This is an optimization exercise on Yosys and OpenROAD, whose aim is small area, a short achievable clock period and few clock cycles, not a production implementation. At most, simulation tests tie the RTL to the original design; equivalence was not proved. Only the layout flow was run in runs 1 to 3; the RTL was not checked for function there. Power and IR drop assume default switching activity.

### flow/config.mk
export PLATFORM = sky130hd
export DESIGN_NAME = isotp_receive_reassembler
export DESIGN_NICKNAME = isotp_receive_reassembler
export VERILOG_FILES = /design/flow/design.v
export SDC_FILE = /design/flow/constraint.sdc
export NUM_CORES = 4
export LEC_CHECK = 0
export CAP_MARGIN = 20
export CORE_MARGIN = 2
export CORE_UTILIZATION = 40
export SETUP_SLACK_MARGIN = 4.0
export SLEW_MARGIN = 20
### flow/constraint.sdc
create_clock -name core_clock -period 7.0 [get_ports {clk}]
set_input_delay 1.4000 -clock core_clock [delete_from_list [all_inputs] [get_ports {clk}]]
set_output_delay 1.4000 -clock core_clock [all_outputs]
set_load 0.01 [all_outputs]
### flow/design.v
package isotp_rx_pkg;
	localparam logic [1:0] OP_ARM   = 2'd0;
	localparam logic [1:0] OP_FRAME = 2'd1;
	localparam logic [1:0] OP_ABORT = 2'd2;
	localparam logic [1:0] KIND_BYTE  = 2'd0;
	localparam logic [1:0] KIND_FLOW  = 2'd1;
	localparam logic [1:0] KIND_ERROR = 2'd2;
	localparam logic [2:0] ERR_SINGLE = 3'd0;
	localparam logic [2:0] ERR_FIRST  = 3'd1;
	localparam logic [2:0] ERR_SEQ    = 3'd2;
	localparam logic [2:0] ERR_SHORT  = 3'd3;
	localparam logic [2:0] ERR_TYPE   = 3'd4;
endpackage
import isotp_rx_pkg::*;
module isotp_receive_reassembler #(
	parameter int MAX_MESSAGE_BYTES = 64
) (
	input  logic       clk,
	input  logic       arst_n,
	input  logic       in_valid,
	output logic       in_ready,
	input  logic [1:0] op,
	input  logic [3:0] dlc,
	input  logic [7:0] byte_0,
	input  logic [7:0] byte_1,
	input  logic [7:0] byte_2,
	input  logic [7:0] byte_3,
	input  logic [7:0] byte_4,
	input  logic [7:0] byte_5,
	input  logic [7:0] byte_6,
	input  logic [7:0] byte_7,
	output logic       out_valid,
	input  logic       out_ready,
	output logic [1:0] kind,
	output logic [7:0] data_byte,
	output logic [5:0] byte_index,
	output logic [6:0] msg_length,
	output logic [2:0] error_code,
	output logic       last
);
	logic       in_ready_q;
	logic       armed_q, multi_q;
	logic [3:0] seq_q;
	logic [6:0] total_q;
	logic [5:0] rem_q;       
	logic [3:0] ck_q;        
	logic [6:0] ach_q;       
	logic       v0_q, v1_q;  
	logic [8:0] qe0_q, qe1_q;
	logic       ov_q;
	logic [1:0] kind_q;
	logic [7:0] data_q;
	logic [5:0] idx_q;
	logic [6:0] len_q;
	logic [2:0] code_q;
	logic       last_q;
	logic       active_q;    
	logic [5:0] r_q;         
	logic [511:0] st;        
	logic       acc, frame;
	logic [3:0] pci, nib;
	logic       sf_ok, ff_ok, cf_seq_ok, cf_len_ok, cf_last;
	logic [2:0] copy;
	logic       sf_good, ff_good, cf_good, cf_mid, cf_end, seq_err;
	logic       push, push_stream;
	logic [8:0] push_e;
	assign acc   = in_valid && in_ready_q;
	assign pci   = byte_0[7:4];
	assign nib   = byte_0[3:0];
	assign frame = acc && op == OP_FRAME && armed_q && dlc != 4'd0;
	assign sf_ok     = nib != 4'd0 && !nib[3] && (dlc[3] || nib < dlc);
	assign ff_ok     = dlc[3] && nib == 4'd0 && byte_1 >= 8'd8 && byte_1 <= 8'(MAX_MESSAGE_BYTES);
	assign cf_last   = rem_q[5:3] == 3'd0;
	assign copy      = cf_last ? rem_q[2:0] : 3'd7;
	assign cf_seq_ok = nib == seq_q;
	assign cf_len_ok = dlc[3] || copy < dlc[2:0];
	assign sf_good = frame && pci == 4'h0 && sf_ok;
	assign ff_good = frame && pci == 4'h1 && ff_ok;
	assign cf_good = frame && pci == 4'h2 && multi_q && cf_seq_ok && cf_len_ok;
	assign cf_mid  = cf_good && !cf_last;
	assign cf_end  = cf_good && cf_last;
	assign seq_err = frame && pci == 4'h2 && multi_q && !cf_seq_ok;
	assign push        = frame && !cf_mid;
	assign push_stream = sf_good || cf_end;
	always_comb begin
		push_e = {KIND_ERROR, 4'd0, ERR_TYPE};
		if (pci == 4'h0) begin
			if (sf_ok) push_e = {KIND_BYTE, 3'd0, nib};
			else       push_e = {KIND_ERROR, 4'd0, ERR_SINGLE};
		end else if (pci == 4'h1) begin
			if (!dlc[3])    push_e = {KIND_ERROR, 4'd0, ERR_TYPE};
			else if (ff_ok) push_e = {KIND_FLOW, 7'd0};
			else            push_e = {KIND_ERROR, 4'd0, ERR_FIRST};
		end else if (pci == 4'h2 && multi_q) begin
			if (!cf_seq_ok)      push_e = {KIND_ERROR, 4'd0, ERR_SEQ};
			else if (!cf_len_ok) push_e = {KIND_ERROR, 4'd0, ERR_SHORT};
			else                 push_e = {KIND_BYTE, total_q};
		end
	end
	logic armed_d, multi_d;
	logic [3:0] ck_d;
	always_comb begin
		armed_d = armed_q;
		multi_d = multi_q;
		if (acc && op == OP_ARM) begin
			armed_d = 1'b1;
			multi_d = 1'b0;
		end else if (acc && op == OP_ABORT) begin
			armed_d = 1'b0;
			multi_d = 1'b0;
		end else if (sf_good || cf_end) begin
			armed_d = 1'b0;
			multi_d = 1'b0;
		end else if (ff_good) begin
			multi_d = 1'b1;
		end else if (seq_err) begin
			multi_d = 1'b0;
		end
	end
	assign ck_d = ff_good ? 4'd1 : cf_good ? ck_q + 4'd1 : ck_q;
	always_ff @(posedge clk or negedge arst_n) begin
		if (!arst_n) begin
			armed_q <= 1'b0;
			multi_q <= 1'b0;
		end else begin
			armed_q <= armed_d;
			multi_q <= multi_d;
		end
	end
	always_ff @(posedge clk) begin
		ck_q <= ck_d;
		if (ff_good) ach_q <= 7'd6;
		else if (cf_good) ach_q <= ach_q + 7'd7;
		if (ff_good) begin
			seq_q   <= 4'd1;
			total_q <= byte_1[6:0];
			rem_q   <= byte_1[5:0] - 6'd6;
		end else if (cf_good) begin
			seq_q <= seq_q + 4'd1;
			rem_q <= rem_q - 6'd7;
		end
	end
	logic       out_free, pop, load_byte, s_last;
	logic [1:0] h_kind;
	logic [6:0] h_val;
	logic [7:0] rd;
	assign out_free  = !ov_q || out_ready;
	assign h_kind    = qe0_q[8:7];
	assign h_val     = qe0_q[6:0];
	assign pop       = out_free && !active_q && v0_q;
	assign rd        = st[8*r_q +: 8];
	assign load_byte = active_q || h_kind == KIND_BYTE;
	assign s_last    = active_q ? ({1'b0, r_q} + 7'd1 == len_q) : (h_val == 7'd1);
	logic       qs, qroom_p, p0, p1, pc, pc1, ir_d;
	assign p0  = r_q >= 6'd7;
	assign p1  = r_q > 6'd12 || len_q <= 7'd6;
	assign pc  = {1'b0, r_q} > ach_q + 7'd6 || len_q <= ach_q;
	assign pc1 = {1'b0, r_q} > ach_q + 7'd13 || len_q <= ach_q + 7'd7;
	assign qs = (v0_q && qe0_q[8:7] == KIND_BYTE) || (v1_q && qe1_q[8:7] == KIND_BYTE);
	assign qroom_p = push ? (!v0_q || (!v1_q && pop)) : (!v1_q || pop);
	assign ir_d = qroom_p && (!(armed_q || (acc && op == OP_ARM)) ||
	              (!qs && (!(active_q && !(out_free && s_last)) || (p0 && p1 && (!multi_q || (pc && pc1))))));
	always_ff @(posedge clk or negedge arst_n) begin
		if (!arst_n) in_ready_q <= 1'b1;
		else in_ready_q <= ir_d;
	end
	assign in_ready = in_ready_q;
	logic [7:0][7:0] b;
	logic            we0;
	assign b   = {byte_7, byte_6, byte_5, byte_4, byte_3, byte_2, byte_1, byte_0};
	logic rdy;
	assign rdy = in_valid && in_ready_q;
	assign we0 = rdy && armed_q &&
	             (!multi_q || (op == OP_FRAME && (pci == 4'h0 ? sf_ok : pci == 4'h1 && ff_ok)));
	for (genvar i = 0; i < 6; i++) begin : g_c0
		always_ff @(posedge clk) begin
			if (we0) st[8*i +: 8] <= byte_0[4] ? b[i + 2] : b[i + 1];
		end
	end
	always_ff @(posedge clk) begin
		if ((we0 && !byte_0[4]) || (rdy && multi_q && ck_q == 4'd1)) st[48 +: 8] <= byte_0[5] ? byte_1 : byte_7;
	end
	for (genvar i = 7; i < MAX_MESSAGE_BYTES; i++) begin : g_cf
		always_ff @(posedge clk) begin
			if (rdy && multi_q && ck_q == 4'((i + 1) / 7)) st[8*i +: 8] <= b[(i + 1) % 7 + 1];
		end
	end
	always_ff @(posedge clk or negedge arst_n) begin
		if (!arst_n) begin
			v0_q <= 1'b0;
			v1_q <= 1'b0;
		end else begin
			v0_q <= v1_q || (v0_q && !pop) || push;
			v1_q <= (v1_q && (!pop || push)) || (v0_q && !pop && push);
		end
	end
	always_ff @(posedge clk) begin
		if (pop) qe0_q <= qe1_q;
		if (push) begin
			if (!v0_q || (!v1_q && pop)) qe0_q <= push_e;
			else qe1_q <= push_e;
		end
	end
	always_ff @(posedge clk or negedge arst_n) begin
		if (!arst_n) begin
			ov_q     <= 1'b0;
			active_q <= 1'b0;
			r_q      <= 6'd0;
		end else if (out_free) begin
			ov_q <= active_q || v0_q;
			if (active_q || pop) begin
				if (load_byte && !s_last) begin
					active_q <= 1'b1;
					r_q      <= r_q + 6'd1;
				end else begin
					active_q <= 1'b0;
					r_q      <= 6'd0;
				end
			end
		end
	end
	always_ff @(posedge clk) begin
		if (out_free && (active_q || pop)) begin
			kind_q <= active_q ? KIND_BYTE : h_kind;
			data_q <= load_byte ? rd : 8'd0;
			idx_q  <= r_q;
			if (!active_q) len_q <= (h_kind == KIND_BYTE) ? h_val : 7'd0;
			code_q <= (!active_q && h_kind == KIND_ERROR) ? h_val[2:0] : 3'd0;
			last_q <= load_byte ? s_last : 1'b1;
		end
	end
	assign out_valid  = ov_q;
	assign kind       = kind_q;
	assign data_byte  = data_q;
	assign byte_index = idx_q;
	assign msg_length = len_q;
	assign error_code = code_q;
	assign last       = last_q;
endmodule
### flow/run.sh
#!/bin/bash
# synth_recipe.tcl (not shown) runs the flow's synth.tcl, then flattens the netlist and writes it again
# the make line also repeats each setting of config.mk as NAME=value (left out here)
make -C /OpenROAD-flow-scripts/flow DESIGN_CONFIG=/design/flow/config.mk WORK_HOME=/design/flow/orfs CLKGATE_MAP_FILE= SYNTH_SCRIPT=/design/flow/synth_recipe.tcl finish
==> impl_results.md, run 1 <==
- Status: finished clean
- Yosys warnings: 1
- Hold Violations, Final: 0
- Crit-path leading delay family: buffers and inverters
- Synthesized area: roughly 0.025 mm²
- Hold WC Path Type: flip-flop to flip-flop
- Clock sinks: around 600
- Placed Area: about 0.027 mm²
- Final worst slack: 3979 ps
- Clk pwr share: 0.348
- Min Tclk post-route: ~3000 ps
- Drt drc: 0
- RR Endpoint: qe0_q[3]
- Vias in the first global route: ~14,000
- Syn Inst Count: around 1,300
- Hold path depth: 2
- Total routed wirelength: around 63,000 µm
- Commonest non-fill, non-tap cells in the layout: edfxtp_1, mux4_2, clkdlybuf4s50_1
- Initial antenna violation count: 7
- # port buffers: between 100 and 150
- Final Wtd Congestion: roughly 0.81
- Total vias in the final route: about 13,000
- Post-DR wirelength/cell: approximately 26 µm
- Layout Nets: between 1,500 and 2,000
- First-pass GRT wire length: around 91,000 µm
- Async S/R FF share, synth: 0.02174
- Pin count of the biggest net entering global routing: between 80 and 90
- WS Path Type: input pin to flip-flop
- Combinational power share: 0.221
- Max FO, Critical Path: 4
- Final Max Slew Viols: 0
- EDFF count, synth: 561
- Commonest non-fill, non-tap cell in the layout: edfxtp_1
- Ports: ~100
- Synthesis-to-layout area growth: 20.56%
- Reg2reg start: rem_q[4]
- Top FF cell, synth: edfxtp_1
- Finished Cell Area: approximately 0.03 mm²
- Initial core utilization: 0.4019
- Clock latency (worst-skew pair): 620 ps
- Setup crit end kind: flip-flop
- Max IR drop VDD: 210.7 µV
- Std cell rows: 92
- TritonCTS clock tree: built
- Seq/Total Area, Yosys: 0.7002
- Syn nets: ~1,400
- Worst setup path end: qe0_q[0]
- Pre-CTS setup slack: a little over 2000 ps
- Core footprint: 0.06274 mm²
- Cts hold-fix bufs: 0
- Maximum root-to-sink buffer count: 3
- Num CTS Buffers: 66
- Seq. cell area: approximately 0.018 mm²
- Post-DP HPWL: between 30,000 and 40,000 µm
- Crit path launch: byte_0[2]
- Reg2reg setup slack: 4070 ps
- H-tree levels: 3
- Sequential share of power: 0.432
- Max_cap viols: 0
- R2R cell count: 13
- Worst relative slew slack: 0.2592
- Sw Pwr: about 2.6 mW
- Layout cells sized above 1: 0.3044
- Critical Path RT: about 7500 ps
- Final Non-Filler Cells: between 2,000 and 2,500
- Inst Count DP: ~2,200
- Buf/Inv on CP: 8
- Yosys reg bits: 598
- Netlist cell types: 73
- Clock root cell: clkbuf_16
- Drt pass-1 iters: 5
- Power Density: about 320 mW/mm²
- Maximum clock frequency: roughly 330 MHz
- Net Sw Frac: 0.2665
- Clk slew on worst S/H paths: ~60 ps
- Final setup violating endpoints: 0
- Share of the clock period used by the worst path: 0.4316
- Largest stage delay, worst path: 300 ps
- Setup Skew: about 25 ps
- Starting DRT DRC Count: around 1,100
- Crit. path cell count: 14
- CP max stage cell: dlygate4sd2_1
- # fillers: 5,138
- Internal power: around 7 mW
- Total track usage: 0.1929
- Post-DR vias/cell: around 5.6
- Unrepaired setup endpoints after global routing: true
- Critical path cell sequence: dlygate4sd2_1, nor3_2, nand2_1, a21oi_2, buf_4, buf_4, buf_4, buf_4, buf_4, buf_4, buf_6, o32ai_4, a21o_1, mux2_4
- Worst Tran Pin Value: 1110 ps
- Routed Antenna Nets: 0
- TNS Setup: 0 ps
- Leakage: about 10 nW
- Die X: between 200 and 300 µm
- Synth Area per Inst: about 19 µm²
- Grt ovf: 0
- Critical Path Start Type: input pin
- Worst path arrival time: ~3500 ps
- Die height: approximately 260 µm
- Die area: around 0.065 mm²
- Multi-input gate area: 0.007473 mm²
- CP dominant cell by count: buf_4
[state kept, by name, summed over array words and instances, names as in the netlist, 7 cells and up]
register / count
ach_q: 7
st: 512
qe0_q: 9
total_q: 7
data_q: 8
qe1_q: 9
len_q: 7
[worst reg2reg max path: cells and delay by family (launching register included)]
| kind | cells | cell delay (ps) |
|---|---|---|
| compound gates | 2 | 400 |
| fa+ha+maj | 1 | 210 |
| buf+inv | 4 | 580 |
| flops | 1 | 440 |
| mux | 1 | 280 |
| simple gates | 5 | 900 |
[kinds of logic after synthesis]
group / after synthesis / synth area share
flops: 598 / 0.7002
simple gates: 185 / 0.03906
buf+inv: 87 / 0.01484
fa+ha+maj: 46 / 0.02283
mux: 243 / 0.1769
xor+xnor: 41 / 0.01424
compound gates: 125 / 0.03196
[cell usage after synthesis (3+ instances only)]
cell type | number | area [µm²]
o21ai_0 | 38 | 190.2
nand4b_1 | 3 | 26.28
nand2b_1 | 9 | 56.30
edfxtp_1 | 561 | 16850
buf_4 | 3 | 22.52
a21o_1 | 5 | 37.54
o21bai_1 | 3 | 22.52
nand4_1 | 5 | 31.28
clkbuf_1 | 34 | 127.6
mux2i_1 | 18 | 180.2
nor3b_1 | 4 | 30.03
o211ai_1 | 3 | 22.52
mux2_4 | 9 | 135.1
ha_1 | 46 | 575.6
or2_2 | 4 | 25.02
dfxtp_1 | 24 | 480.5
a21oi_1 | 30 | 150.1
mux4_2 | 152 | 3423
mux2_2 | 64 | 720.7
a211oi_1 | 3 | 22.52
nor2_1 | 35 | 131.4
nor4b_1 | 3 | 26.28
nand3_1 | 11 | 55.05
a22o_1 | 3 | 26.28
dfrtp_1 | 12 | 300.3
buf_1 | 5 | 18.77
xor2_1 | 13 | 113.9
nand2_1 | 48 | 180.2
a221oi_1 | 7 | 61.31
xnor2_1 | 28 | 245.2
and3_1 | 4 | 25.02
and2_1 | 21 | 131.4
buf_2 | 16 | 80.08
a22oi_1 | 7 | 52.55
nor3_1 | 12 | 60.06
nor2b_1 | 10 | 62.56
inv_1 | 23 | 86.33
[metrics by stage]
step           hold slack [ps]  power (mW)    util
2_1_floorplan            447.8       5.624       -
3_3_place_gp             502.7       6.263  0.4365
3_5_place_dp             508.0       6.277  0.4365
4_1_cts                  515.7       9.752  0.4798
5_1_grt                  549.0       10.09  0.4845
6_report                 515.7       9.728  0.4845
[metal layers]
metal	global-route usage	part of all wire	vias up
met2	0.3203	0.49	429
met4	0.05347	0.021	10
li1	-	-	5797
met3	0.04790	0.070	112
met1	0.2533	0.41	7095
met5	0	0.0010	-
[final cells by class]
type	instances	area share
flip-flops and latches	598	0.5812
inverters	26	0.003623
clock inverters	37	0.01264
repair buffers	186	0.06545
clock buffers	79	0.05627
well taps	846	0.03483
diodes	1	0.00008233
multi-input cells	641	0.2459
[what timing repair did]
action                                  CTS  global route
pin swaps                                 9             9
cloned                                    4             5
buffers inserted                         37            12
endpoints found under the setup margin  417           344
resized for setup                        90            56
[how the worst min path moves through the flow]
stage,start,endpoint,slack [ps]
final,ck_q[1],ck_q[1],520
after floorplan,r_q[0],idx_q[0],450
after CTS,ck_q[1],ck_q[1],520
after global placement,ck_q[1],ck_q[1],500
after detailed placement,ck_q[1],ck_q[1],510
after global routing,ck_q[1],ck_q[1],550
[power by group through the flow]
stage | Sequential [mW] | Combinational, mW | Clock (mW)
2_1_floorplan | 4.24 | 1.38 | 0
3_3_place_gp | 4.31 | 1.95 | 0
3_5_place_dp | 4.31 | 1.96 | 0
4_1_cts | 4.22 | 2.09 | 3.44
5_1_grt | 4.21 | 2.30 | 3.58
6_report | 4.20 | 2.15 | 3.38
==> run 2, diff against run 1 <==
--- a/flow/config.mk
+++ b/flow/config.mk
@@ -7,2 +7,3 @@
 export LEC_CHECK = 0
+export ABC_AREA = 1
 export CAP_MARGIN = 20
==> run 2 against run 1 <==
- total power is 5.5% higher
- routed wire length is 16% higher
- register-to-register slack better by 90 ps
- highest routed layer unchanged
==> impl_results.md, run 2 <==
- Status: finished clean
- Post-DR vias/cell: 5.535 (-0.61%)
- Total vias in the final route: 18,330 (+36%)
- Yosys warnings: 1 (unchanged)
- Cell type with the highest aggregate area in the netlist: edfxtp_1
- Setup crit end kind: flip-flop
- List of most frequent post-synthesis cells: edfxtp_1, nor2_1, nand2_1
- # port buffers: 102 (unchanged)
- Ports: 103 (unchanged)
- Starting DRT DRC Count: 1,733 (+58%)
- Final setup violating endpoints: 0 (unchanged)
- Leakage: 10.94 nW (+9.8%)
- Die height: 258.5 µm (+1.3%)
- Seq/Total Area, Yosys: 0.6815 (-0.01874)
- Post-DP HPWL: 41,480 µm (+19%)
- Share of the clock period used by the worst path: 0.4236 (-0.008013)
- Die X: 258.5 µm (+1.3%)
- Clk pwr share: 0.327 (-0.021)
- Final Wtd Congestion: 0.8158 (+1.3%)
- EDFF count, synth: 561 (unchanged)
- Largest stage delay, worst path: 400 ps (+100 ps)
- Drt drc: 0 (unchanged)
- Std cell rows: 93 (+1.1%)
- Synthesized area: 0.02590 mm² (+2.7%)
- Max_cap viols: 0 (unchanged)
- Commonest non-fill, non-tap cell in the layout: edfxtp_1
- Net Sw Frac: 0.3280 (+0.06150)
- Async S/R FF share, synth: 0.02174 (unchanged)
- Synth Area per Inst: 11.34 µm² (-40%)
- Clk slew on worst S/H paths: 60 ps (about the same)
- ANT cells: 0 (-1)
- Critical path cell sequence: clkdlybuf4s50_1, or2_4, nor2_4, inv_4, nor2_4, inv_2, o21ai_2, nand3b_1, buf_6, a21oi_4, buf_12, clkbuf_16
- Initial core utilization: 0.4033 (+0.001429)
- Maximum root-to-sink buffer count: 3 (unchanged)
- Syn Inst Count: 2,284 (+72%)
- Internal power: 6.900 mW (-3.3%)
- Inst Count DP: 3,154 (+41%)
- Syn nets: 2,404 (+66%)
- Commonest non-fill, non-tap cells in the layout: edfxtp_1, nor2_1, nand2_1
- Max FO, Critical Path: 6 (+2)
- Setup Skew: 21.72 ps (-2.909 ps)
- Final Max Slew Viols: 0 (unchanged)
- Core footprint: 0.06423 mm² (+2.4%)
- Layout Nets: 2,526 (+54%)
- Most frequent cell after synthesis: edfxtp_1
- Yosys reg bits: 598 (unchanged)
- Layout cells sized above 1: 0.1103 (-0.1941)
- Total track usage: 0.2124 (+0.01958)
- Hold WC Path Type: flip-flop to flip-flop
- Vias in the first global route: 17,670 (+26%)
- Unrepaired setup endpoints after global routing: false
- H-tree levels: 2 (-1)
- Grt ovf: 0 (unchanged)
- Most flop-heavy register: st
- Max IR drop VDD: 212.8 µV (+1.0%)
- Final Non-Filler Cells: 3,312 (+37%)
- # fillers: 5,737 (+12%)
- CP dominant cell by count: nor2_4
- Top cell type's share of synthesized area: 0.6503 (-0.01788)
- Min Tclk post-route: 2965 ps (-56.09 ps)
- TritonCTS clock tree: built
- Power Density: 335.3 mW/mm² (+4.8%)
- Post-DR wirelength/cell: 21.97 µm (-16%)
- Top FF cell, synth: edfxtp_1
- Maximum clock frequency: 337.3 MHz (+1.9%)
- Hold Violations, Final: 0 (unchanged)
- Routed Antenna Nets: 0 (unchanged)
- Combinational power share: 0.271 (+0.050)
- Synthesis-to-layout area growth: 18.20%
- Clock latency (worst-skew pair): 640 ps (+20 ps)
- CP max stage cell: clkdlybuf4s50_1
- Clock root cell: clkbuf_16
- Netlist cell types: 47 (-36%)
- Pin count of the biggest net entering global routing: 104 (+27%)
- Top flop regs: st: 512 flops, qe0_q: 9 flops, qe1_q: 9 flops
- Num CTS Buffers: 60 (-9.1%)
- WS Path Type: input pin to flip-flop
- TNS Setup: 0 ps (unchanged)
- Critical Path Start Type: input pin
- Max reg flops: 512 (unchanged)
- Die area: 0.06681 mm² (+2.7%)
- Worst Tran Pin Value: 1041 ps (-69.10 ps)
- Worst path arrival time: 3330 ps (-180 ps)
- Worst relative slew slack: 0.3035 (+0.04430)
- First-pass GRT wire length: 108,100 µm (+19%)
- Total routed wirelength: 72,760 µm (+16%)
- Drt pass-1 iters: 6 (+1)
- Synth area leaders: edfxtp_1, o21ai_0, nor2_1, nand2_1, ha_1
- Sequential share of power: 0.403 (-0.029)
- Sw Pwr: 3.367 mW (+30%)
- Initial antenna violation count: 1 (-6)
- Critical Path RT: 7360 ps (-130 ps)
- Clock sinks: 598 (unchanged)
- Total power: 10.27 mW (+5.5%)
## run 2: cell count changes after synthesis, moves of 40 or more
cell | before | now
nor2_1 | 35 | 370
nand2_1 | 48 | 342
o21ai_0 | 38 | 310
mux4_2 | 152 | 0
nand3_1 | 11 | 93
o22ai_1 | 2 | 74
mux2_2 | 64 | 0
inv_1 | 23 | 84
o211ai_1 | 3 | 43
## run 2: final cells by class
type / count / area [µm²] / area share
flip-flops and latches: 598 / 17670 / 0.5769
multi-input cells: 1459 / 7522 / 0.2457
repair buffers: 182 / 1857 / 0.06064
clock buffers: 78 / 1630 / 0.05324
well taps: 855 / 1070 / 0.03494
inverters: 105 / 444.2 / 0.01451
clock inverters: 35 / 431.7 / 0.01410
## run 2: kinds of logic (layout without fill, tap and decap cells)
| group | count (synthesis) | count (layout) | share of synthesized area |
|---|---|---|---|
| xor+xnor | 24 | 24 | 0.008115 |
| flops | 598 | 598 | 0.6815 |
| simple gates | 858 | 858 | 0.1350 |
| fa+ha+maj | 46 | 46 | 0.02222 |
| buf+inv | 228 | 400 | 0.03917 |
| compound gates | 530 | 531 | 0.1141 |
## run 2: final timing paths
check | startpoint | endpoint | slack (ps) | cells past startpoint
setup reg to reg | r_q[1] | data_q[5] | 4160 | 10
hold / removal | ck_q[0] | ck_q[0] | 510 | 1
max in group asynchronous | arst_n | r_q[0] | 5310 | 1
setup / recovery | byte_0[7] | st[46] | 4030 | 12
hold reg to reg | ck_q[0] | ck_q[0] | 510 | 1
min in group asynchronous | arst_n | r_q[1] | 1180 | 1
## run 2: critical path, delay by kind of cell
family	cells	cell delay, ps
AO/OA/AOI/OAI	2	240
buffers and inverters	6	980
AND/OR/NAND/NOR	4	700
## run 2: per-stage QoR
step | area [µm²] | worst slack (ps) | util | hold slack (ps)
final | 30620 | 4035 | 0.4767 | 514.5
after global routing | 30620 | 3955 | 0.4767 | 564.8
after CTS | 30240 | 3960 | 0.4708 | 516.9
after detailed placement | 27850 | 2073 | 0.4336 | 503.3
after global placement | 27850 | 2163 | 0.4336 | 490.7
after floorplan | 26090 | 3320 | - | 454.3
## run 2: power groups by stage
stage                     Sequential, mW  Clock [mW]  Combinational, mW
final                               4.14        3.35               2.78
after global routing                4.15        3.53               3.06
after CTS                           4.15        3.41               2.69
after detailed placement            4.24           0               2.61
after global placement              4.24           0               2.58
after floorplan                     4.19           0               1.74
## run 2: per-layer routing
metal / track usage / vias up / wire length, µm
met3: 0.02484 / 117 / 4350
met5: 0 / - / 13
met1: 0.2887 / 9142 / 30980
met2: 0.3585 / 662 / 35640
met4: 0.06455 / 2 / 1777
li1: - / 8408 / -
## run 2: timing repair
item	CTS	global route
hold buffers	0	0
cloned	2	4
resized for setup	62	78
buffers inserted	21	18
endpoints found under the setup margin	319	146
pin swaps	10	13
==> run 3, diff against run 2 <==
--- a/flow/config.mk
+++ b/flow/config.mk
@@ -7,3 +7,2 @@
 export LEC_CHECK = 0
-export ABC_AREA = 1
 export CAP_MARGIN = 20
@@ -11,2 +10,3 @@
 export CORE_UTILIZATION = 40
+export CTS_CLUSTER_SIZE = 24
 export SETUP_SLACK_MARGIN = 4.0
==> run 3 against run 2 <==
- worst hold slack better by 1.2 ps
- clock-buffer cell count is 1 higher
- largest power group unchanged
- register-to-register slack lost 90 ps
- total power is 5.2% lower
- highest routed layer unchanged
- critical endpoint is now qe0_q[0]
- via count shrank 27%
- critical path depth is 2 higher
- first-iteration DRC count is 37% lower
- synthesized area fell by 2.7%
==> impl_results.md, run 3 <==
- Final Wtd Congestion: 0.8052 (-1.3%)
- Met3 Use GR: 0.04790 (+0.02306)
- Commonest non-fill, non-tap cells in the layout: edfxtp_1, mux4_2, clkdlybuf4s50_1
- Setup crit end kind: flip-flop
- Grt ovf: 0 (unchanged)
- Yosys warnings: 1 (unchanged)
- Post-DR wirelength/cell: 26.06 µm (+19%)
- Pre-CTS setup slack: 2055 ps (-18.41 ps)
- Worst Tran Pin Value: 1110 ps (+69.10 ps)
- Die height: 255.1 µm (-1.3%)
- Netlist cell types: 73 (+55%)
- Setup Skew: 24.63 ps (+2.909 ps)
- Cell type with the highest aggregate area in the netlist: edfxtp_1
- Routing usage on met1: 0.2533 (-0.03543)
- Top FF cell, synth: edfxtp_1
- Layout Nets: 1,639 (-35%)
- Total track usage: 0.1929 (-0.01958)
- Die X: 255.1 µm (-1.3%)
- Syn Inst Count: 1,325 (-42%)
- Clk slew on worst S/H paths: 60 ps (about the same)
- Total routed wirelength: 62,900 µm (-14%)
- GR peak layer: met2
- Critical Path Start Type: input pin
- First-pass GRT wire length: 90,670 µm (-16%)
- Post-DR vias/cell: 5.569 (+0.62%)
- H-tree levels: 3 (+1)
- Hold WC Path Type: flip-flop to flip-flop
- Pin count of the biggest net entering global routing: 82 (-21%)
- List of most frequent post-synthesis cells: edfxtp_1, mux4_2, mux2_2
- Clock sinks: 598 (unchanged)
- Seq/Total Area, Yosys: 0.7002 (+0.01874)
- Top cell type's share of synthesized area: 0.6682 (+0.01788)
- Ports: 103 (unchanged)
- Post-layout util: 0.4845 (+0.007761)
- Total power: 9.728 mW (-5.2%)
- Worst relative slew slack: 0.2592 (-0.04430)
- Top flop regs: st: 512 flops, qe0_q: 9 flops, qe1_q: 9 flops
- Leakage: 9.961 nW (-8.9%)
- Max IR drop VDD: 210.7 µV (-1.0%)
- Num CTS Buffers: 66 (+10%)
- Routed Antenna Nets: 0 (unchanged)
- Most flop-heavy register: st
- Initial antenna violation count: 7 (+6)
- WS Path Type: input pin to flip-flop
- Worst path arrival time: 3510 ps (+180 ps)
- Final Max Slew Viols: 0 (unchanged)
- Min Tclk post-route: 3021 ps (+56.09 ps)
- Synthesis-to-layout area growth: 20.56%
- Critical Path RT: 7490 ps (+130 ps)
- Async S/R FF share, synth: 0.02174 (unchanged)
- Clock latency (worst-skew pair): 620 ps (-20 ps)
- Commonest non-fill, non-tap cell in the layout: edfxtp_1
- Yosys reg bits: 598 (unchanged)
- Max_cap viols: 0 (unchanged)
- Hold Violations, Final: 0 (unchanged)
- Cts hold-fix bufs: 0 (unchanged)
- Initial core utilization: 0.4019 (-0.001429)
- Max FO, Critical Path: 4 (-2)
- Status: finished clean
- Synth area leaders: edfxtp_1, mux4_2, mux2_2, ha_1, dfxtp_1
- Max reg flops: 512 (unchanged)
- TNS Setup: 0 ps (unchanged)
- Core footprint: 0.06274 mm² (-2.3%)
- Die area: 0.06505 mm² (-2.6%)
- Maximum root-to-sink buffer count: 3 (unchanged)
- Syn nets: 1,445 (-40%)
- Layout cells sized above 1: 0.3044 (+0.1941)
- Std cell rows: 92 (-1.1%)
- Maximum clock frequency: 331.0 MHz (-1.9%)
- Drt pass-1 iters: 5 (-1)
- Starting DRT DRC Count: 1,100 (-37%)
- Unrepaired setup endpoints after global routing: true
- TritonCTS clock tree: built
- Vias in the first global route: 13,990 (-21%)
- Final setup violating endpoints: 0 (unchanged)
- Power Density: 320.1 mW/mm² (-4.5%)
- GRT met2 Usage: 0.3203 (-0.03824)
- Synth Area per Inst: 19.03 µm² (+68%)
- Synthesized area: 0.02521 mm² (-2.7%)
- # port buffers: 102 (unchanged)
- Clock root cell: clkbuf_16
- Drt drc: 0 (unchanged)
- EDFF count, synth: 561 (unchanged)
- Most frequent cell after synthesis: edfxtp_1
- Post-DP HPWL: 34,800 µm (-16%)
- Placed Area: 0.02738 mm² (-1.7%)
- Finished Cell Area: 0.03039 mm² (-0.74%)
- Share of the clock period used by the worst path: 0.4316 (+0.008013)
- Final worst slack: 3979 ps (-56.09 ps)
- Total vias in the final route: 13,440 (-27%)
==> run 3: cell types whose count changed in the layout (fill, tap and decap cells not counted), moves of 72 or more <==
cell / before / now
nand3_1: 92 / 10
nor2_1: 365 / 30
o22ai_1: 74 / 2
o21ai_0: 307 / 38
mux4_2: 0 / 152
nand2_1: 334 / 42
==> run 3: layer usage <==
layer	share of wire	routed length, µm
met4	0.021	1347
met5	0.0010	65
met2	0.49	31030
met3	0.070	4373
met1	0.41	26080
==> run 3: path summary, 6_finish.rpt <==
| path | depth (start not counted) | from | endpoint | slack (ps) |
|---|---|---|---|---|
| max | 14 | byte_0[2] | qe0_q[0] | 3980 |
| min | 2 | ck_q[1] | ck_q[1] | 520 |
| max reg2reg | 13 | rem_q[4] | qe0_q[3] | 4070 |
| min reg2reg | 2 | ck_q[1] | ck_q[1] | 520 |
| max in group asynchronous | 1 | arst_n | r_q[2] | 5310 |
| min in group asynchronous | 1 | arst_n | r_q[5] | 1200 |
==> run 3: cell type report <==
cell class                      instances  area (µm²)
Antenna cell                            1       2.502
Clock buffer                           79        1710
Clock inverter                         37       384.1
Fill cell                            5138       32340
Inverter                               26       110.1
Multi-Input combinational cell        641        7473
Sequential cell                       598       17670
Tap cell                              846        1059
Timing Repair Buffer                  186        1989
==> run 3: critical path: stages <==
cell and delay [ps]:
dlygate4sd2_1 300, nor3_2 280, nand2_1 150, a21oi_2 180
buf_4 130, buf_4 90, buf_4 90, buf_4 90
buf_4 90, buf_4 90, buf_6 80, o32ai_4 70
a21o_1 200, mux2_4 250
==> run 3: power breakdown <==
group | switching [mW] | internal, mW | leakage, nW
logic | 1.05 | 1.09 | 3.51
clock network | 1.43 | 1.95 | 1.02
registers | 0.108 | 4.09 | 5.43
total | 2.59 | 7.14 | 9.96
==> run 3: cell families (layout without fill, tap and decap cells) <==
family          count (synthesis)  count (layout)  share of synthesized area
flops                         598             598                     0.7002
mux                           243             243                     0.1769
simple gates                  185             185                    0.03906
compound gates                125             126                    0.03196
buf+inv                        87             328                    0.01484
fa+ha+maj                      46              46                    0.02283
xor+xnor                       41              41                    0.01424
other cells                     0               1                          0
==> run 3: stage by stage <==
| stage | std cells | hold slack (ps) |
|---|---|---|
| 2_1_floorplan | 1325 | 447.8 |
| 3_3_place_gp | 2239 | 502.7 |
| 3_5_place_dp | 2239 | 508.0 |
| 4_1_cts | 2396 | 515.7 |
| 5_1_grt | 2414 | 549.0 |
| 6_report | 2414 | 515.7 |
==> run 3: repair_timing <==
action,CTS,global route
resized for setup,90,56
buffers inserted,37,12
pin swaps,9,9
gates cloned,4,5
endpoints found under the setup margin,417,344
==> run 4, diff against run 3 <==
--- a/flow/design.v
+++ b/flow/design.v
@@ -59,3 +59,24 @@
 	logic [511:0] st;        
-	logic       acc, frame;
+	logic       acc, proc, ibv_q, ok_q;
+	logic [1:0] ib_op;
+	logic [3:0] ib_dlc;
+	logic [7:0] ib_byte_0, ib_byte_1, ib_byte_2, ib_byte_3;
+	logic [7:0] ib_byte_4, ib_byte_5, ib_byte_6, ib_byte_7;
+	assign acc  = in_valid && in_ready_q;
+	assign proc = ibv_q && ok_q;
+	always_ff @(posedge clk) begin
+		if (acc) begin
+			ib_op     <= op;
+			ib_dlc    <= dlc;
+			ib_byte_0 <= byte_0;
+			ib_byte_1 <= byte_1;
+			ib_byte_2 <= byte_2;
+			ib_byte_3 <= byte_3;
+			ib_byte_4 <= byte_4;
+			ib_byte_5 <= byte_5;
+			ib_byte_6 <= byte_6;
+			ib_byte_7 <= byte_7;
+		end
+	end
+	logic       frame;
 	logic [3:0] pci, nib;
@@ -66,8 +87,7 @@
 	logic [8:0] push_e;
-	assign acc   = in_valid && in_ready_q;
-	assign pci   = byte_0[7:4];
-	assign nib   = byte_0[3:0];
-	assign frame = acc && op == OP_FRAME && armed_q && dlc != 4'd0;
-	assign sf_ok     = nib != 4'd0 && !nib[3] && (dlc[3] || nib < dlc);
-	assign ff_ok     = dlc[3] && nib == 4'd0 && byte_1 >= 8'd8 && byte_1 <= 8'(MAX_MESSAGE_BYTES);
+	assign pci   = ib_byte_0[7:4];
+	assign nib   = ib_byte_0[3:0];
+	assign frame = proc && ib_op == OP_FRAME && armed_q && ib_dlc != 4'd0;
+	assign sf_ok     = nib != 4'd0 && !nib[3] && (ib_dlc[3] || nib < ib_dlc);
+	assign ff_ok     = ib_dlc[3] && nib == 4'd0 && ib_byte_1 >= 8'd8 && ib_byte_1 <= 8'(MAX_MESSAGE_BYTES);
 	assign cf_last   = rem_q[5:3] == 3'd0;
@@ -75,3 +95,3 @@
 	assign cf_seq_ok = nib == seq_q;
-	assign cf_len_ok = dlc[3] || copy < dlc[2:0];
+	assign cf_len_ok = ib_dlc[3] || copy < ib_dlc[2:0];
 	assign sf_good = frame && pci == 4'h0 && sf_ok;
@@ -90,3 +110,3 @@
 		end else if (pci == 4'h1) begin
-			if (!dlc[3])    push_e = {KIND_ERROR, 4'd0, ERR_TYPE};
+			if (!ib_dlc[3])    push_e = {KIND_ERROR, 4'd0, ERR_TYPE};
 			else if (ff_ok) push_e = {KIND_FLOW, 7'd0};
@@ -104,6 +124,6 @@
 		multi_d = multi_q;
-		if (acc && op == OP_ARM) begin
+		if (proc && ib_op == OP_ARM) begin
 			armed_d = 1'b1;
 			multi_d = 1'b0;
-		end else if (acc && op == OP_ABORT) begin
+		end else if (proc && ib_op == OP_ABORT) begin
 			armed_d = 1'b0;
@@ -135,4 +155,4 @@
 			seq_q   <= 4'd1;
-			total_q <= byte_1[6:0];
-			rem_q   <= byte_1[5:0] - 6'd6;
+			total_q <= ib_byte_1[6:0];
+			rem_q   <= ib_byte_1[5:0] - 6'd6;
 		end else if (cf_good) begin
@@ -160,7 +180,14 @@
 	assign qroom_p = push ? (!v0_q || (!v1_q && pop)) : (!v1_q || pop);
-	assign ir_d = qroom_p && (!(armed_q || (acc && op == OP_ARM)) ||
+	assign ir_d = qroom_p && (!(armed_q || (proc && ib_op == OP_ARM)) ||
 	              (!qs && (!(active_q && !(out_free && s_last)) || (p0 && p1 && (!multi_q || (pc && pc1))))));
 	always_ff @(posedge clk or negedge arst_n) begin
-		if (!arst_n) in_ready_q <= 1'b1;
-		else in_ready_q <= ir_d;
+		if (!arst_n) begin
+			ibv_q      <= 1'b0;
+			ok_q       <= 1'b1;
+			in_ready_q <= 1'b1;
+		end else begin
+			ibv_q      <= acc || (ibv_q && !proc);
+			ok_q       <= ir_d;
+			in_ready_q <= !(acc || (ibv_q && !proc)) || ir_d;
+		end
 	end
@@ -169,14 +196,12 @@
 	logic            we0;
-	assign b   = {byte_7, byte_6, byte_5, byte_4, byte_3, byte_2, byte_1, byte_0};
-	logic rdy;
-	assign rdy = in_valid && in_ready_q;
-	assign we0 = rdy && armed_q &&
-	             (!multi_q || (op == OP_FRAME && (pci == 4'h0 ? sf_ok : pci == 4'h1 && ff_ok)));
+	assign b   = {ib_byte_7, ib_byte_6, ib_byte_5, ib_byte_4, ib_byte_3, ib_byte_2, ib_byte_1, ib_byte_0};
+	assign we0 = proc && armed_q &&
+	             (!multi_q || (ib_op == OP_FRAME && (pci == 4'h0 ? sf_ok : pci == 4'h1 && ff_ok)));
 	for (genvar i = 0; i < 6; i++) begin : g_c0
 		always_ff @(posedge clk) begin
-			if (we0) st[8*i +: 8] <= byte_0[4] ? b[i + 2] : b[i + 1];
-		end
-	end
-	always_ff @(posedge clk) begin
-		if ((we0 && !byte_0[4]) || (rdy && multi_q && ck_q == 4'd1)) st[48 +: 8] <= byte_0[5] ? byte_1 : byte_7;
+			if (we0) st[8*i +: 8] <= ib_byte_0[4] ? b[i + 2] : b[i + 1];
+		end
+	end
+	always_ff @(posedge clk) begin
+		if ((we0 && !ib_byte_0[4]) || (proc && multi_q && ck_q == 4'd1)) st[48 +: 8] <= ib_byte_0[5] ? ib_byte_1 : ib_byte_7;
 	end
@@ -184,3 +209,3 @@
 		always_ff @(posedge clk) begin
-			if (rdy && multi_q && ck_q == 4'((i + 1) / 7)) st[8*i +: 8] <= b[(i + 1) % 7 + 1];
+			if (proc && multi_q && ck_q == 4'((i + 1) / 7)) st[8*i +: 8] <= b[(i + 1) % 7 + 1];
 		end
--- a/flow/config.mk
+++ b/flow/config.mk
@@ -7,2 +7,3 @@
 export LEC_CHECK = 0
+export ABC_AREA = 1
 export CAP_MARGIN = 20
@@ -10,4 +11,3 @@
 export CORE_UTILIZATION = 40
-export CTS_CLUSTER_SIZE = 24
-export SETUP_SLACK_MARGIN = 4.0
+export SETUP_SLACK_MARGIN = 4.4
 export SLEW_MARGIN = 20
==> run 4 against run 3 <==
- synthesized area up 11%
- still clean
- first-iteration DRC count up 74%
- highest routed layer is now met4
- die area up 11%
- sequential share of layout area up 1.6 points
- largest power group unchanged
- worst hold slack worse by 35 ps
- clock-buffer cell count up 15
- largest cell class unchanged
- sequential power up 16%
- synthesized cell count up 74%
- critical path depth down 13
==> impl_results.md, run 4 <==
- Max FO, Critical Path: 1 (-3)
- Core footprint: 0.06895 mm² (+9.9%)
- Seq/Total Area, Yosys: 0.7083 (+0.008142)
- Power Density: 342.5 mW/mm² (+7.0%)
- Yosys warnings: 1 (unchanged)
- CP max stage cell: edfxtp_1
- Num CTS Buffers: 74 (+12%)
- Crit. path cell count: 1 (-13)
- Cell type with the highest aggregate area in the netlist: edfxtp_1
- Final Max Slew Viols: 0 (unchanged)
- Largest stage delay, worst path: 500 ps (+200 ps)
- Drt drc: 0 (unchanged)
- Total vias in the final route: 19,060 (+42%)
- Final Wtd Congestion: 0.8267 (+2.7%)
- Setup crit end kind: output port
- Std cell rows: 96 (+4.3%)
- Commonest non-fill, non-tap cell in the layout: edfxtp_1
- Synthesis-to-layout area growth: 18.69%
- TritonCTS clock tree: built
- Synth area leaders: edfxtp_1, o21ai_0, nor2_1, nand2_1, ha_1
- Pre-CTS setup slack: 3064 ps (+1010 ps)
- Synthesized area: 0.02796 mm² (+11%)
- Max_cap viols: 0 (unchanged)
- Maximum root-to-sink buffer count: 3 (unchanged)
- TNS Setup: 0 ps (unchanged)
- Layout Nets: 2,573 (+57%)
- Buf/Inv on CP: 1 (-7)
- Most flop-heavy register: st
- EDFF count, synth: 631 (+12%)
- Netlist cell types: 51 (-30%)
- Crit-path leading delay family: flip-flops
- Final Non-Filler Cells: 3,435 (+42%)
- Hold WC Path Type: flip-flop to flip-flop
- Initial antenna violation count: 2 (-5)
- Critical Path RT: 5600 ps (-1890 ps)
- List of most frequent post-synthesis cells: edfxtp_1, nor2_1, nand2_1
- Max reg flops: 512 (unchanged)
- Min Tclk post-route: 2699 ps (-322.0 ps)
- Fin Hold WS: 480.3 ps (-35.47 ps)
- Most frequent cell after synthesis: edfxtp_1
- Setup Skew: 18.99 ps (-5.642 ps)
- Worst path arrival time: 1300 ps (-2210 ps)
- Hold Violations, Final: 0 (unchanged)
- Total track usage: 0.2116 (+0.01878)
- Grt ovf: 0 (unchanged)
- Clk slew on worst S/H paths: 60 ps (about the same)
- Final setup violating endpoints: 0 (unchanged)
- Die area: 0.07204 mm² (+11%)
- Worst Tran Pin Value: 1038 ps (-71.75 ps)
- Vias in the first global route: 18,630 (+33%)
- Final worst slack: 4301 ps (+322.0 ps)
- Post-DR vias/cell: 5.549 (-0.36%)
- Hold path depth: 1 (-1)
- Pin count of the biggest net entering global routing: 107 (+30%)
- Top FF cell, synth: edfxtp_1
- Async S/R FF share, synth: 0.02239 (+0.0006489)
- Yosys reg bits: 670 (+12%)
- Routed Antenna Nets: 0 (unchanged)
- Critical Path Start Type: flip-flop
- Post-DP HPWL: 41,040 µm (+18%)
- Critical path cell sequence: buf_2
- Synth Area per Inst: 12.13 µm² (-36%)
- Syn Inst Count: 2,306 (+74%)
- Die X: 268.4 µm (+5.2%)
- Top flop regs: st: 512 flops, qe0_q: 9 flops, qe1_q: 9 flops
- Worst relative slew slack: 0.3071 (+0.04788)
- Leakage: 11.68 nW (+17%)
- Total routed wirelength: 77,530 µm (+23%)
- R2R cell count: 14 (+1)
- Clock root cell: clkbuf_16
- Post-DR wirelength/cell: 22.57 µm (-13%)
- Inst Count DP: 3,250 (+45%)
- Clock latency (worst-skew pair): 620 ps (about the same)
- Post-layout util: 0.4813 (-0.003139)
- Die height: 268.4 µm (+5.2%)
- WS Path Type: flip-flop to output port
- First-pass GRT wire length: 114,500 µm (+26%)
- Syn nets: 2,426 (+68%)
- # port buffers: 102 (unchanged)
- Clock sinks: 670 (+12%)
- Status: finished clean
- Drt pass-1 iters: 6 (+1)
- Layout cells sized above 1: 0.1362 (-0.1682)
- Starting DRT DRC Count: 1,914 (+74%)
- Unrepaired setup endpoints after global routing: true
- Max IR drop VDD: 200.9 µV (-4.7%)
- Share of the clock period used by the worst path: 0.3856 (-0.04601)
- H-tree levels: 3 (unchanged)
- Maximum clock frequency: 370.5 MHz (+12%)
- Initial core utilization: 0.4056 (+0.003686)
- Ports: 103 (unchanged)
- Top cell type's share of synthesized area: 0.6776 (+0.009456)
- Commonest non-fill, non-tap cells in the layout: edfxtp_1, nor2_1, o21ai_0
==> run 4: cell count changes in the layout (fill, tap and decap cells not counted), sizes merged, moves of 78 or more <==
cell,delta
nor2,+300
nand2,+280
inv,+83
nand3,+86
o22ai,+78
mux4,-152
o21ai,+273
==> run 4: path summary, 6_finish.rpt <==
| path | startpoint | end | slack (ps) |
|---|---|---|---|
| min reg2reg | seq_q[3] | seq_q[3] | 480 |
| max | data_q[1] | data_byte[1] | 4300 |
| min in group asynchronous | arst_n | ov_q | 1280 |
| min | seq_q[3] | seq_q[3] | 480 |
| max reg2reg | rem_q[3] | ach_q[6] | 4460 |
| max in group asynchronous | arst_n | r_q[1] | 5100 |
==> run 4: metal layers <==
metal | global-route usage | vias to the layer above | wire [µm]
met5 | 0 | - | 0
met4 | 0.06426 | 0 | 1831
met3 | 0.02932 | 127 | 5470
met2 | 0.3576 | 784 | 38200
met1 | 0.2844 | 9514 | 32020
li1 | - | 8635 | -
==> run 4: cell type report <==
class                      instances  area [µm²]
tap                              931        1165
multi-input combinational       1400        7562
timing repair inverter             3       23.77
inverter                         117       518.0
sequential                       670       19830
antenna                            1       2.502
clock inverter                    32       311.5
clock buffer                      94        2032
timing repair buffer             187        1740
fill                            6024       35760
==> run 4: repair_timing <==
| item | CTS | global route |
|---|---|---|
| hold buffers | 0 | 0 |
| pin swaps | 10 | 23 |
| setup buffers | 32 | 19 |
| resized for setup | 178 | 66 |
| endpoints found under the setup margin | 214 | 126 |
| cloned | 4 | 3 |
==> run 4: where the power goes <==
group          switching [mW]  leakage [nW]  internal, mW
clock network            1.54          1.15          2.26
registers               0.215          6.14          4.67
logic                    1.85          4.38         0.832
total                    3.60          11.7          7.77
==> run 4: logic make-up (layout without fill, tap and decap cells) <==
group | count (synthesis) | after routing | synth area share
AND/OR/NAND/NOR | 787 | 789 | 0.1161
AO/OA/AOI/OAI | 541 | 541 | 0.1103
other | 0 | 1 | 0
flip-flops | 670 | 670 | 0.7083
adder cells (fa/ha/maj) | 46 | 46 | 0.02058
buffers and inverters | 238 | 433 | 0.03723
XOR/XNOR | 24 | 24 | 0.007517
==> run 4: through the flow <==
step	power [mW]	area (µm²)
floorplan	6.518	28090
global placement	7.347	29950
detailed placement	7.405	29950
CTS	11.33	32690
global route	11.84	33190
finish	11.37	33190
Testbench counts of run 4, summed over its fixed seeds: cycles 16,083.
==> run 5, diff against run 4 <==
--- a/flow/config.mk
+++ b/flow/config.mk
@@ -7,3 +7,2 @@
 export LEC_CHECK = 0
-export ABC_AREA = 1
 export CAP_MARGIN = 20
==> run 5 against run 4 <==
- register-to-register slack got worse by 30 ps
- first-iteration DRC count decreased by 42%
- sequential power increased by 4.5%
- flip-flop and latch count unchanged
- global-route usage decreased by 2.4 points
- clock-buffer cell count decreased by 14
- critical path depth unchanged
- highest routed layer is now met5
- core utilization decreased by 0.082 points
- clock skew decreased by 7.4 ps
- maximum frequency increased by 2.0%
- largest cell class unchanged
- clock power decreased by 5%
- combinational power decreased by 3%
- still clean on timing, DRC and antenna
- critical endpoint is now in_ready
==> impl_results.md, run 5 <==
- Status: finished clean
- Seq/Total Area, Yosys: 0.7208 (+0.01242)
- Top flop regs: st: 512 flops, qe0_q: 9 flops, qe1_q: 9 flops
- Total vias in the final route: 14,380 (-25%)
- Sw Pwr: 3.121 mW (-13%)
- Fin Hold WS: 517.8 ps (+37.50 ps)
- Drt drc: 0 (unchanged)
- Initial antenna violation count: 1 (-1)
- Critical Path RT: 5600 ps (about the same)
- # fillers: 5,566 (-7.6%)
- Worst relative slew slack: 0.2846 (-0.02250)
- Reg2reg setup slack: 4430 ps (-30 ps)
- Vias in the first global route: 14,960 (-20%)
- Total routed wirelength: 65,600 µm (-15%)
- CP max stage cell: dfstp_2
- Critical path cell sequence: buf_6
- Post-layout util: 0.4805 (-0.0008230)
- Worst setup path end: in_ready
- Layout cells sized above 1: 0.3091 (+0.1729)
- Die height: 266.1 µm (-0.85%)
- Syn nets: 1,562 (-36%)
- HP Start: ck_q[1]
- Layout Nets: 1,761 (-32%)
- RR Endpoint: qe1_q[8]
- H-tree levels: 3 (unchanged)
- Synthesis-to-layout area growth: 19.51%
- Reg2reg start: rem_q[3]
- EDFF count, synth: 631 (unchanged)
- # port buffers: 102 (unchanged)
- Die X: 266.1 µm (-0.85%)
- Commonest non-fill, non-tap cells in the layout: edfxtp_1, mux4_2, clkdlybuf4s50_1
- Internal power: 8.197 mW (+5.5%)
- Hold Violations, Final: 0 (unchanged)
- Post-DR vias/cell: 5.585 (+0.65%)
- Synth Area per Inst: 19.06 µm² (+57%)
- Die area: 0.07081 mm² (-1.7%)
- Ports: 103 (unchanged)
- Yosys reg bits: 670 (unchanged)
- Setup Skew: 11.56 ps (-7.425 ps)
- Top FF cell, synth: edfxtp_1
- Max reg flops: 512 (unchanged)
- Top cell type's share of synthesized area: 0.6895 (+0.01188)
- Crit-path leading delay family: flip-flops
- Syn Inst Count: 1,442 (-37%)
- Clk slew on worst S/H paths: 60 ps (about the same)
- Met3 Use GR: 0.03216 (+0.002840)
- Clock root cell: clkbuf_16
- Final setup violating endpoints: 0 (unchanged)
- Num CTS Buffers: 70 (-5.4%)
- GRT met2 Usage: 0.3168 (-0.04086)
- Max IR drop VDD: 209.3 µV (+4.2%)
- Leakage: 10.92 nW (-6.5%)
- Unrepaired setup endpoints after global routing: true
- WS Path Type: flip-flop to output port
- Clk pwr share: 0.320 (-0.014)
- List of most frequent post-synthesis cells: edfxtp_1, mux4_2, mux2_2
- Cell type with the highest aggregate area in the netlist: edfxtp_1
- Worst path arrival time: 1250 ps (-50 ps)
- Std cell rows: 96 (unchanged)
- Sequential share of power: 0.451 (+0.021)
- Most flop-heavy register: st
- Netlist cell types: 68 (+33%)
- Critical Path Start Type: flip-flop
- Crit path launch: in_ready_q
- First-pass GRT wire length: 97,060 µm (-15%)
- Max_cap viols: 0 (unchanged)
- Synthesized area: 0.02748 mm² (-1.7%)
- Clock sinks: 670 (unchanged)
- Setup crit end kind: output port
- Commonest non-fill, non-tap cell in the layout: edfxtp_1
- Clock latency (worst-skew pair): 590 ps (-30 ps)
- Power Density: 344.6 mW/mm² (+0.62%)
- Maximum clock frequency: 378.1 MHz (+2.0%)
- Hold WC Path Type: flip-flop to flip-flop
- Final Wtd Congestion: 0.7930 (-4.1%)
- Post-DR wirelength/cell: 25.48 µm (+13%)
- Max FO, Critical Path: 2 (+1)
- Routed Antenna Nets: 0 (unchanged)
- TNS Setup: 0 ps (unchanged)
- Maximum root-to-sink buffer count: 3 (unchanged)
- Inst Count DP: 2,388 (-27%)
- Most frequent cell after synthesis: edfxtp_1
- Share of the clock period used by the worst path: 0.3779 (-0.007720)
- Synth area leaders: edfxtp_1, mux4_2, mux2_2, ha_1, dfxtp_1
- Final Non-Filler Cells: 2,575 (-25%)
- Worst Tran Pin Value: 1071 ps (+32.66 ps)
- Combinational power share: 0.229 (-0.007)
- Final Max Slew Viols: 0 (unchanged)
- TritonCTS clock tree: built
- Largest stage delay, worst path: 550 ps (+50 ps)
- Pin count of the biggest net entering global routing: 57 (-47%)
- Core footprint: 0.06835 mm² (-0.87%)
- Crit. path cell count: 1 (unchanged)
- Async S/R FF share, synth: 0.02239 (unchanged)
- Net Sw Frac: 0.2758 (-0.04095)
- R2R cell count: 9 (-5)
- Drt pass-1 iters: 5 (-1)
- Total track usage: 0.1873 (-0.02430)
- Starting DRT DRC Count: 1,107 (-42%)
- Min Tclk post-route: 2645 ps (-54.04 ps)
- Grt ovf: 0 (unchanged)
- Yosys warnings: 1 (unchanged)
- Routing usage on met1: 0.2473 (-0.03711)
- Buf/Inv on CP: 1 (unchanged)
- GR peak layer: met2
- Initial core utilization: 0.4021 (-0.003484)
- Post-DP HPWL: 35,730 µm (-13%)
==> run 5: cell types whose count changed after synthesis, sizes merged, moves of 74 or more <==
cell	before	now
mux4	0	148
nor2	335	36
nand2	328	65
o22ai	80	6
inv	111	25
o21ai	312	23
==> run 5: kinds of logic after synthesis <==
logic type | count (synthesis) | share of synthesized area
flip-flops | 670 | 0.7208
multiplexers | 236 | 0.1567
AND/OR/NAND/NOR | 229 | 0.04257
AO/OA/AOI/OAI | 123 | 0.02982
buffers and inverters | 94 | 0.01521
adder cells (fa/ha/maj) | 46 | 0.02094
XOR/XNOR | 44 | 0.01402
==> run 5: worst min path at each step <==
stage | slack, ps | end | cells past startpoint
after floorplan | 450 | idx_q[0] | 0
after global placement | 480 | seq_q[1] | 2
after detailed placement | 500 | seq_q[1] | 2
after CTS | 510 | seq_q[1] | 2
after global routing | 550 | ck_q[1] | 2
final | 520 | ck_q[1] | 2
==> run 5: timing repair <==
item                                    CTS  global route
endpoints found under the setup margin  256           171
gates cloned                              8             2
gates resized for setup                 180            37
hold buffers                              0             0
buffers inserted                         42            11
endpoints found under the hold margin     0             0
pin swaps                                12            11
==> run 5: metal layers <==
layer / up-vias / part of all wire / wire length [µm]
met5: - / 0.00012 / 8
met1: 7547 / 0.42 / 27240
met2: 485 / 0.51 / 33150
met3: 99 / 0.056 / 3682
met4: 2 / 0.023 / 1527
li1: 6248 / - / -
==> run 5: metrics by stage <==
stage	total power, mW	setup slack (ps)	area [µm²]
final	11.32	4355	32840
after floorplan	6.680	4322	27630
after detailed placement	7.512	3184	29680
after global placement	7.483	3295	29680
after global routing	11.76	4305	32840
after CTS	11.40	4310	32590
==> run 5: tightest hold or removal path, stage by stage, from the launching register on <==
cell	delay (ps)
dfxtp_1	350
nand2_1	70
a21oi_1	60
==> run 5: cell type report <==
type / count / area, µm² / share of cell area
Inverter: 28 / 123.9 / 0.003772
Clock inverter: 43 / 390.4 / 0.01189
Clock buffer: 80 / 1810 / 0.05513
Tap cell: 882 / 1104 / 0.03360
Timing Repair Buffer: 190 / 1929 / 0.05875
Antenna cell: 1 / 2.502 / 0.00007620
Multi-Input combinational cell: 680 / 7640 / 0.2326
Sequential cell: 670 / 19830 / 0.6039
Timing Repair inverter: 1 / 7.507 / 0.0002286
==> run 5: power groups by stage <==
stage	clock network, mW	registers [mW]	logic, mW
after floorplan	0	5.02	1.66
after global placement	0	5.28	2.20
after detailed placement	0	5.28	2.23
after CTS	3.70	5.11	2.59
after global routing	3.85	5.14	2.77
final	3.62	5.11	2.59
==> run 6, diff against run 5 <==
--- a/flow/config.mk
+++ b/flow/config.mk
@@ -10,3 +10,3 @@
 export CORE_UTILIZATION = 40
-export SETUP_SLACK_MARGIN = 4.4
+export SETUP_SLACK_MARGIN = 4.6
 export SLEW_MARGIN = 20
==> run 6 against run 5 <==
- clock-buffer cell count is 9 higher
- setup slack worse by 31 ps
- synthesized cell count stayed put
- global-route usage is 1.2 points higher
- clock skew is 14 ps higher
- final area is 3.6% higher
- still clean on timing, DRC and antenna
- non-clock buffer count is 47 higher
- highest routed layer is now met4
- critical path depth stayed put
- worst hold slack worse by 66 ps
==> impl_results.md, run 6 <==
- Top cell type's share of synthesized area: 0.6895 (unchanged)
- Clock root cell: clkbuf_16
- Max_cap viols: 0 (unchanged)
- Die X: 266.1 µm (unchanged)
- Setup Skew: 25.71 ps (+14.15 ps)
- Largest stage delay, worst path: 480 ps (-70 ps)
- Syn Inst Count: 1,442 (unchanged)
- Yosys reg bits: 670 (unchanged)
- Cts hold-fix bufs: 0 (unchanged)
- Synth area leaders: edfxtp_1, mux4_2, mux2_2, ha_1, dfxtp_1
- Syn nets: 1,562 (unchanged)
- Hold WC Path Type: flip-flop to flip-flop
- Starting DRT DRC Count: 1,312 (+19%)
- Total vias in the final route: 14,740 (+2.5%)
- # port buffers: 102 (unchanged)
- TNS Setup: 0 ps (unchanged)
- Grt ovf: 0 (unchanged)
- Worst Tran Pin Value: 894.1 ps (-176.8 ps)
- Commonest non-fill, non-tap cell in the layout: edfxtp_1
- Critical Path RT: 5600 ps (about the same)
- Max reg flops: 512 (unchanged)
- Seq/Total Area, Yosys: 0.7208 (unchanged)
- Critical Path Start Type: flip-flop
- ANT cells: 0 (-1)
- Status: finished clean
- Yosys warnings: 1 (unchanged)
- Fin Hold WS: 451.7 ps (-66.05 ps)
- H-tree levels: 3 (unchanged)
- Die height: 266.1 µm (unchanged)
- Maximum clock frequency: 373.7 MHz (-1.2%)
- Unrepaired setup endpoints after global routing: true
- First-pass GRT wire length: 102,800 µm (+5.9%)
- Synthesis-to-layout area growth: 23.86%
- Clock sinks: 670 (unchanged)
- Commonest non-fill, non-tap cells in the layout: edfxtp_1, mux4_2, clkbuf_16
- Hold Violations, Final: 0 (unchanged)
- Final Max Slew Viols: 0 (unchanged)
- Worst path arrival time: 1280 ps (+30 ps)
- Maximum root-to-sink buffer count: 3 (unchanged)
- Reg2reg setup slack: 4460 ps (+30 ps)
- EDFF count, synth: 631 (unchanged)
- RR Endpoint: ach_q[4]
- Initial core utilization: 0.4021 (unchanged)
- Share of the clock period used by the worst path: 0.3823 (+0.004439)
- Reg2reg start: rem_q[4]
- CP max stage cell: edfxtp_1
- Ports: 103 (unchanged)
- Cell type with the highest aggregate area in the netlist: edfxtp_1
- Hold path endpoint: idx_q[3]
- Min Tclk post-route: 2676 ps (+31.07 ps)
- Core footprint: 0.06835 mm² (unchanged)
- Setup crit end kind: output port
- Die area: 0.07081 mm² (unchanged)
- Final Wtd Congestion: 0.8269 (+4.3%)
- Drt drc: 0 (unchanged)
- Pin count of the biggest net entering global routing: 57 (unchanged)
- Vias in the first global route: 15,430 (+3.1%)
- Netlist cell types: 68 (unchanged)
- Hold path depth: 0 (-2)
- Total routed wirelength: 70,250 µm (+7.1%)
- Std cell rows: 96 (unchanged)
- Clock latency (worst-skew pair): 620 ps (+30 ps)
- Post-DP HPWL: 36,200 µm (+1.3%)
- WS Path Type: flip-flop to output port
- Synth Area per Inst: 19.06 µm² (unchanged)
- Pre-CTS setup slack: 3346 ps (+162.0 ps)
- Most frequent cell after synthesis: edfxtp_1
- Routed Antenna Nets: 0 (unchanged)
- Layout cells sized above 1: 0.3440 (+0.03490)
- Critical path cell sequence: buf_2
- Async S/R FF share, synth: 0.02239 (unchanged)
- HP Start: r_q[3]
- Layout Nets: 1,811 (+2.8%)
- Top flop regs: st: 512 flops, qe0_q: 9 flops, qe1_q: 9 flops
- Post-DR wirelength/cell: 26.69 µm (+4.8%)
- Crit-path leading delay family: flip-flops
- Synthesized area: 0.02748 mm² (unchanged)
- Post-DR vias/cell: 5.598 (+0.24%)
- Max FO, Critical Path: 1 (-1)
- Power Density: 348.4 mW/mm² (+1.1%)
- Final setup violating endpoints: 0 (unchanged)
- Most flop-heavy register: st
- Buf/Inv on CP: 1 (unchanged)
- Leakage: 11.38 nW (+4.1%)
- TritonCTS clock tree: built
- List of most frequent post-synthesis cells: edfxtp_1, mux4_2, mux2_2
- Num CTS Buffers: 73 (+4.3%)
- Max IR drop VDD: 186.4 µV (-11%)
- Total track usage: 0.1997 (+0.01236)
- Clk slew on worst S/H paths: 60 ps (about the same)
- R2R cell count: 10 (+1)
- Final worst slack: 4324 ps (-31.07 ps)
- Drt pass-1 iters: 5 (unchanged)
- Worst relative slew slack: 0.4040 (+0.1193)
- Initial antenna violation count: 1 (unchanged)
- Top FF cell, synth: edfxtp_1
[run 6: layout make-up]
cell class	instances	area, µm²
Multi-Input combinational cell	680	7860
Fill cell	5473	34310
Timing Repair Buffer	237	2788
Clock buffer	89	1907
Inverter	28	132.6
Sequential cell	670	19830
Clock inverter	45	407.9
Timing Repair inverter	1	7.507
Tap cell	882	1104
[run 6: worst max-delay path by stage]
stage | to | from | slack (ps) | cells after the start
floorplan | qe0_q[3] | out_ready | 4320 | 5
global placement | data_q[3] | r_q[0] | 3420 | 5
detailed placement | r_q[2] | out_ready | 3350 | 6
CTS | in_ready | in_ready_q | 4270 | 1
global route | in_ready | in_ready_q | 4280 | 1
finish | data_byte[3] | data_q[3] | 4320 | 1
[run 6: timing repair]
item                       4_1_cts  5_1_grt
buffers inserted                65       20
hold endpoints to repair         0        0
setup endpoints to repair      389      252
pin swaps                       20       21
cloned                          19        7
resized for setup              224       52
[run 6: per-layer routing]
metal / up-vias / share of wire / GRT usage
met4: 0 / 0.018 / 0.05345
li1: 6369 / - / -
met5: - / 0 / 0
met2: 477 / 0.50 / 0.3372
met3: 90 / 0.062 / 0.03115
met1: 7799 / 0.42 / 0.2708
[run 6: metrics by stage]
stage / cells / power [mW] / utilization / area [µm²]
CTS: 2605 / 11.82 / 0.4897 / 33470
global placement: 2387 / 7.500 / 0.4348 / 29710
detailed placement: 2387 / 7.548 / 0.4348 / 29710
global route: 2632 / 12.33 / 0.4980 / 34040
finish: 2632 / 11.86 / 0.4980 / 34040
floorplan: 1442 / 6.698 / - / 27710
[run 6: cells by family (layout without fill, tap and decap cells)]
family                     Yosys count  in the layout  synth area share
xor gates and xnor gates            44             44           0.01402
DFF                                670            670            0.7208
buffers and inverters               94            400           0.01521
AOI/OAI and AO/OA                  123            123           0.02982
adders and majority gates           46             46           0.02094
muxes                              236            236            0.1567
and+or+nand+nor                    229            231           0.04257
[run 6: where the power goes]
part / switching (mW) / internal [mW] / leakage, nW / total (mW)
logic: 1.48 / 1.55 / 4.15 / 3.03
clock network: 1.57 / 2.17 / 1.13 / 3.74
registers: 0.310 / 4.78 / 6.10 / 5.09
total: 3.36 / 8.50 / 11.4 / 11.9

static timing again, ports no longer ideal:
How much do the figures lean on ideal ports? The routed layouts below were timed once more, with nothing changed but the port constraints.
Step 1: set_driving_cell puts a clkbuf_16 on clk and a buf_2 on each other input, an assumption about the parent block.
Step 2 times the ports against the registers' clock, not the clock port: input delays grow and output delays shrink by t, the midpoint of the rising clock arrivals with the driver on.
Slacks: ideal / step 1 / step 2; pairs: ideal / step 1.
run	shift t [ns]	slack for setup (ns)	worst setup path after step 2
run 1	0.661	3.979 / 4.009 / 3.348	input to register
run 2	0.696	4.035 / 3.991 / 3.376	input to register
run 3	0.661	3.979 / 4.009 / 3.348	input to register
run 4	0.668	4.301 / 4.239 / 3.823	input to register
run 5	0.649	4.355 / 4.293 / 3.827	input to register
run 6	0.664	4.324 / 4.264 / 3.967	input to register
After both steps every run listed still meets setup and hold. The setup slack of run 2, which loses most, moves by -0.044 ns with the drivers and by -0.659 ns with both steps.
